Source: an optimization exercise on an open RTL-to-GDS flow (aim: small area). Production flows keep margins and buffers that such runs may drop. Only simulation tests tie the RTL to the original design; equivalence was not proved. Power is estimated from default activity; no workload was simulated.

==> inputs of v27 <==
==> flow/design.v <==
`default_nettype none
package stk_mem_pkg;
  typedef logic [5-1:0] ptr_t;
  typedef logic [4-1:0] line_id_t;
  typedef logic [$clog2(2)-1:0] bankid_t;
  typedef logic [$clog2(4)-1:0] engid_t;
  typedef struct packed {
    line_id_t line;
    bankid_t  bank;
  } ptr_split_t;
  typedef union packed {
    ptr_t       flat;
    ptr_split_t split;
  } ptr_u;
endpackage : stk_mem_pkg
`default_nettype wire
`default_nettype none
package stk_uc_pkg;
  typedef enum logic {
    OPCODE_PUSH = 1'b0,
    OPCODE_POP  = 1'b1
  } opcode_t;
  typedef enum logic [1:0] {
    STATUS_OK    = 2'd0,
    STATUS_FULL  = 2'd1,
    STATUS_EMPTY = 2'd2
  } status_t;
endpackage : stk_uc_pkg
`default_nettype wire
`default_nettype none
`timescale 1ns/1ps
module stk_aoi3 (
  input wire logic [2:0] i_s
, input wire logic [2:0] i_d
, output logic           o_y
);
  assign o_y = !((i_s[0] && i_d[0]) || (i_s[1] && i_d[1]) || (i_s[2] && i_d[2]));
endmodule
module stk_aoi2 (
  input wire logic [1:0] i_s
, input wire logic [1:0] i_d
, output logic           o_y
);
  assign o_y = !((i_s[0] && i_d[0]) || (i_s[1] && i_d[1]));
endmodule
module stk_rd_bit (
  input wire logic [31:0] i_sel
, input wire logic [31:0] i_d
, output logic            o_q
);
  logic [10:0] g;
  for (genvar k = 0; k < 10; k++) begin : g_aoi3
    stk_aoi3 u_aoi (.i_s(i_sel[k*3 +: 3]), .i_d(i_d[k*3 +: 3]), .o_y(g[k]));
  end
  stk_aoi2 u_aoi2 (.i_s(i_sel[31:30]), .i_d(i_d[31:30]), .o_y(g[10]));
  assign o_q = !(&g);
endmodule
module stk_sram #(
  parameter int W = 32
) (
  input wire logic [31:0]     i_sel
, input wire logic [32*W-1:0] i_d
, output logic [W-1:0]        o_q
);
  for (genvar b = 0; b < W; b++) begin : g_bit
    logic [31:0] col;
    for (genvar i = 0; i < 32; i++) begin : g_col
      assign col[i] = i_d[i*W + b];
    end
    stk_rd_bit u_bit (.i_sel(i_sel), .i_d(col), .o_q(o_q[b]));
  end
endmodule
`default_nettype wire
`default_nettype none
`timescale 1ns/1ps
module stk_top (
  input wire logic                   i_clk
, input wire logic                   i_rst
, input wire logic                   i_cmd_vld
, input wire logic [1:0]             i_cmd_engid
, input wire logic                   i_cmd_opcode
, input wire logic [32-1:0]  i_cmd_dat
, output logic                       o_rsp_vld
, output logic [1:0]                 o_rsp_engid
, output logic [1:0]                 o_rsp_status
, output logic                       o_rsp_dat_vld
, output logic [32-1:0]      o_rsp_dat
);
  localparam int LINES_N = 32;
  localparam int ENGS_N  = 4;
  localparam int PW      = 5;
  localparam int DW      = 32;
  logic [DW-1:0] dat_mem [LINES_N];
  logic [PW-1:0] prv_mem [LINES_N];
  logic [LINES_N-1:0] used_r;
  logic [PW-1:0] head_r [ENGS_N];
  logic [ENGS_N-1:0] hvld_r;
  logic       a_vld, b_vld, c_vld, d_vld;
  logic [1:0] a_eng, b_eng, c_eng, d_eng;
  logic       a_pop, b_pop, c_pop, d_pop;
  logic       a_fail, b_fail, c_fail, d_fail;
  logic [PW-1:0] c_ptr;
  logic [DW-1:0] d_dat;
  logic [LINES_N-1:0] free_oh;
  logic [PW-1:0]      free_idx;
  logic               full;
  logic               push_ok;
  logic [LINES_N-1:0] wr_oh;
  logic [PW-1:0]      push_prv;
  logic seen;
  always_comb begin
    seen     = 1'b0;
    free_oh  = '0;
    for (int i = 0; i < LINES_N; i++) begin
      free_oh[i] = !used_r[i] && !seen;
      seen       = seen || !used_r[i];
    end
    free_idx = '0;
    for (int i = 0; i < LINES_N; i++) begin
      free_idx = free_idx | (free_oh[i] ? PW'(i) : PW'(0));
    end
  end
  assign full     = &used_r;
  assign push_ok  = i_cmd_vld && !i_cmd_opcode && !full;
  assign wr_oh    = push_ok ? free_oh : '0;
  assign push_prv = hvld_r[i_cmd_engid] ? head_r[i_cmd_engid] : free_idx;
  always_ff @(posedge i_clk) begin
    for (int i = 0; i < LINES_N; i++) begin
      if (wr_oh[i]) begin
        dat_mem[i] <= i_cmd_dat;
        prv_mem[i] <= push_prv;
      end
    end
  end
  logic [PW-1:0]      pop_head;
  logic [PW-1:0]      pop_prv;
  logic               pop_go;
  logic [LINES_N-1:0] pop_oh;
  assign pop_head = head_r[b_eng];
  assign pop_go   = b_vld && b_pop && hvld_r[b_eng];
  logic [LINES_N*PW-1:0] prv_flat;
  always_comb begin
    for (int i = 0; i < LINES_N; i++) begin
      pop_oh[i] = (pop_head == PW'(i));
      prv_flat[i*PW +: PW] = prv_mem[i];
    end
  end
  stk_sram #(.W(PW)) u_prv_rd (.i_sel(pop_oh), .i_d(prv_flat), .o_q(pop_prv));
  always_ff @(posedge i_clk) begin
    for (int e = 0; e < ENGS_N; e++) begin
      if (i_rst) begin
        hvld_r[e] <= 1'b0;
      end else if (push_ok && (i_cmd_engid == 2'(e))) begin
        hvld_r[e] <= 1'b1;
      end else if (pop_go && (b_eng == 2'(e))) begin
        hvld_r[e] <= (pop_prv != pop_head);
      end
      if (push_ok && (i_cmd_engid == 2'(e))) begin
        head_r[e] <= free_idx;
      end else if (pop_go && (b_eng == 2'(e))) begin
        head_r[e] <= pop_prv;
      end
    end
  end
  always_ff @(posedge i_clk) begin
    if (i_rst) begin
      used_r <= '0;
    end else begin
      used_r <= (used_r | wr_oh) & ~(pop_go ? pop_oh : '0);
    end
  end
  always_ff @(posedge i_clk) begin
    if (i_rst) begin
      a_vld <= 1'b0;
      b_vld <= 1'b0;
      c_vld <= 1'b0;
      d_vld <= 1'b0;
    end else begin
      a_vld <= i_cmd_vld;
      b_vld <= a_vld;
      c_vld <= b_vld;
      d_vld <= c_vld;
    end
  end
  always_ff @(posedge i_clk) begin
    a_eng  <= i_cmd_engid;
    a_pop  <= i_cmd_opcode;
    a_fail <= full;
    b_eng  <= a_eng;
    b_pop  <= a_pop;
    b_fail <= a_fail;
    c_eng  <= b_eng;
    c_pop  <= b_pop;
    c_fail <= b_pop ? !hvld_r[b_eng] : b_fail;
    c_ptr  <= pop_head;
    d_eng  <= c_eng;
    d_pop  <= c_pop;
    d_fail <= c_fail;
  end
  logic [DW-1:0] d_dat_nxt;
  logic [LINES_N-1:0] rd_oh;
  logic [LINES_N*DW-1:0] dat_flat;
  always_comb begin
    for (int i = 0; i < LINES_N; i++) begin
      rd_oh[i] = (c_ptr == PW'(i));
      dat_flat[i*DW +: DW] = dat_mem[i];
    end
  end
  stk_sram #(.W(DW)) u_dat_rd (.i_sel(rd_oh), .i_d(dat_flat), .o_q(d_dat_nxt));
  always_ff @(posedge i_clk) begin
    d_dat <= d_dat_nxt;
  end
  assign o_rsp_vld     = d_vld;
  assign o_rsp_engid   = d_eng;
  assign o_rsp_status  = {d_pop && d_fail, !d_pop && d_fail};
  assign o_rsp_dat_vld = d_pop && !d_fail;
  assign o_rsp_dat     = d_dat;
endmodule
`default_nettype wire
==> flow/run.sh <==
#!/bin/bash
# synth_recipe.tcl (not shown) runs the flow's synth.tcl, then flattens the netlist and writes it again
# the make line also repeats each setting of config.mk as NAME=value (left out here)
make -C /OpenROAD-flow-scripts/flow DESIGN_CONFIG=/design/flow/config.mk WORK_HOME=/design/flow/orfs CLKGATE_MAP_FILE= SYNTH_SCRIPT=/design/flow/synth_recipe.tcl finish
==> flow/config.mk <==
export PLATFORM = sky130hd
export DESIGN_NAME = stk_top
export DESIGN_NICKNAME = stk_top
export VERILOG_FILES = /design/flow/design.v
export SDC_FILE = /design/flow/constraint.sdc
export NUM_CORES = 4
export LEC_CHECK = 0
export CAP_MARGIN = 20
export CORE_MARGIN = 2
export CORE_UTILIZATION = 65
export CTS_BUF_LIST = sky130_fd_sc_hd__clkbuf_4 sky130_fd_sc_hd__clkbuf_8
export CTS_CLUSTER_SIZE = 30
export PLACE_DENSITY = 0.75
export SLEW_MARGIN = 20
export SYNTH_HIERARCHICAL = 1
export SYNTH_MINIMUM_KEEP_SIZE = 0
==> flow/constraint.sdc <==
create_clock -name core_clock -period 6.0 [get_ports {i_clk}]
set_input_delay 1.2000 -clock core_clock [delete_from_list [all_inputs] [get_ports {i_clk}]]
set_output_delay 1.2000 -clock core_clock [all_outputs]
set_load 0.01 [all_outputs]
==> v33: changes against v27 <==
--- a/flow/config.mk
+++ b/flow/config.mk
@@ -9,6 +9,3 @@
 export CORE_MARGIN = 2
-export CORE_UTILIZATION = 65
-export CTS_BUF_LIST = sky130_fd_sc_hd__clkbuf_4 sky130_fd_sc_hd__clkbuf_8
-export CTS_CLUSTER_SIZE = 30
-export PLACE_DENSITY = 0.75
+export CORE_UTILIZATION = 40
 export SLEW_MARGIN = 20
==> v26: changes against v27 <==
==> flow/flow/run.sh (new file) <==
#!/bin/bash
set -o pipefail
export CTS_ARGS="-sink_clustering_enable -repair_clock_nets -sink_clustering_size 25 -sink_clustering_max_diameter 60 -buf_list sky130_fd_sc_hd__clkbuf_16 -dont_use_dummy_load"
bash standard.sh finish > standard_flow.log 2>&1
==> flow/standard.sh (new file) <==
#!/bin/bash
# synth_recipe.tcl (not shown) runs the flow's synth.tcl, then flattens the netlist and writes it again
# the make line also repeats each setting of config.mk as NAME=value (left out here)
make -C /OpenROAD-flow-scripts/flow DESIGN_CONFIG=/design/flow/config.mk WORK_HOME=/design/flow/orfs CLKGATE_MAP_FILE= SYNTH_SCRIPT=/design/flow/synth_recipe.tcl "${@:-finish}"
==> flow/config.mk (replaced) <==
export PLATFORM = sky130hd
export DESIGN_NAME = stk_top
export DESIGN_NICKNAME = stk_top
export VERILOG_FILES = /design/flow/design.v
export SDC_FILE = /design/flow/constraint.sdc
export NUM_CORES = 4
export LEC_CHECK = 0
export CAP_MARGIN = 15
export CORE_MARGIN = 2
export CORE_UTILIZATION = 65
export CTS_BUF_LIST = sky130_fd_sc_hd__clkbuf_16
export CTS_CLUSTER_DIAMETER = 60
export CTS_CLUSTER_SIZE = 25
export PLACE_DENSITY = 0.78
export SLEW_MARGIN = 15
export SYNTH_HIERARCHICAL = 1
export SYNTH_MINIMUM_KEEP_SIZE = 0
removed: flow/run.sh
==> v31: changes against v27 <==
==> flow/config.mk (replaced) <==
export PLATFORM = sky130hd
export DESIGN_NAME = stk_top
export DESIGN_NICKNAME = stk_top
export VERILOG_FILES = /design/flow/design.v
export SDC_FILE = /design/flow/constraint.sdc
export NUM_CORES = 4
export LEC_CHECK = 0
export CAP_MARGIN = 5
export CORE_MARGIN = 2
export CORE_UTILIZATION = 55
export CTS_BUF_LIST = sky130_fd_sc_hd__clkbuf_8
export CTS_CLUSTER_DIAMETER = 60
export CTS_CLUSTER_SIZE = 16
export PLACE_DENSITY = 0.7
export SLEW_MARGIN = 5
export SYNTH_HIERARCHICAL = 1
export SYNTH_MINIMUM_KEEP_SIZE = 0
==> qor summary <==
item                                                           v33        v27        v26        v31
Placed cells                                                  3951       3382       3381       3498
Met1 track demand over resource in global routing           29.52%     46.02%     47.98%     39.48%
Worst endpoint data arrival time                           4.87 ns    5.00 ns    4.86 ns    4.88 ns
Layout cell share with drive strength beyond 1              15.08%     19.03%     11.46%     11.55%
Total number of vias                                         26192      27189      26236      26172
Number of buffers created by CTS                               121        190         69         95
Wire length of the first global-routing pass             180200 um  176000 um  173700 um  173200 um
Relative slew slack                                         19.30%     14.14%     8.742%     2.963%
Run status                        no timing/DRC/antenna violations  no timing/DRC/antenna violations  no timing/DRC/antenna violations  no timing/DRC/antenna violations
Total core area                                         113900 um2  69790 um2  69790 um2  82240 um2
Maximum fanout encountered on the critical timing path          12         11         11         12
Post-DP Area                                             49260 um2  48500 um2  48490 um2  48540 um2
# clk buffers                                                  155        274         69         99
Reg-to-reg slack, setup                                    1.70 ns    1.71 ns    1.61 ns    1.74 ns
Multi-input gate area                                     8014 um2   8018 um2   8019 um2   7991 um2
FF-to-FF path depth                                             12         11         11         11
Number of H-tree levels                                          3          4          3          3
Well tap count                                                1512        940        940       1070
Logic pwr share                                               4.6%       4.8%       5.6%       5.7%
Max Freq                                                 232.5 MHz  233.2 MHz  228.0 MHz  234.8 MHz
Number of vias per cell after detailed routing               6.259      7.283      7.596      7.114
Total chip power                                          18720 uW   17690 uW   15470 uW   15200 uW
Final Instance Count excl. Fillers                            4185       3733       3454       3679

re-timing with driven ports:
Ports are ideal in the flow. The routed layouts listed here were re-timed in OpenROAD. Step 1 assumes that a clkbuf_16 drives the clock port and a buf_2 every other input. Step 2, shift: input delay + t, output delay - t, t = (earliest + latest rising clock arrival at the registers) / 2. This alone moves slack from input paths to output paths. Three values: no drivers, after step 1, after step 2; two values: the first two.
run | t (ns) | setup slack, ns | worst setup path after step 2 | pins driven straight from the clock port
v27 | 0.885 | 1.711 / 1.711 / 1.575 | input to register | 1
v33 | 0.785 | 1.699 / 1.699 / 1.461 | input to register | 1
v26 | 0.670 | 1.615 / 1.615 / 1.395 | input to register | 1
v31 | 0.801 | 1.740 / 1.740 / 1.155 | input to register | 1
After both steps every run listed still meets setup and hold. The setup slack of v31, which loses most, moves by 0.000 ns with the drivers and by -0.585 ns with both steps.
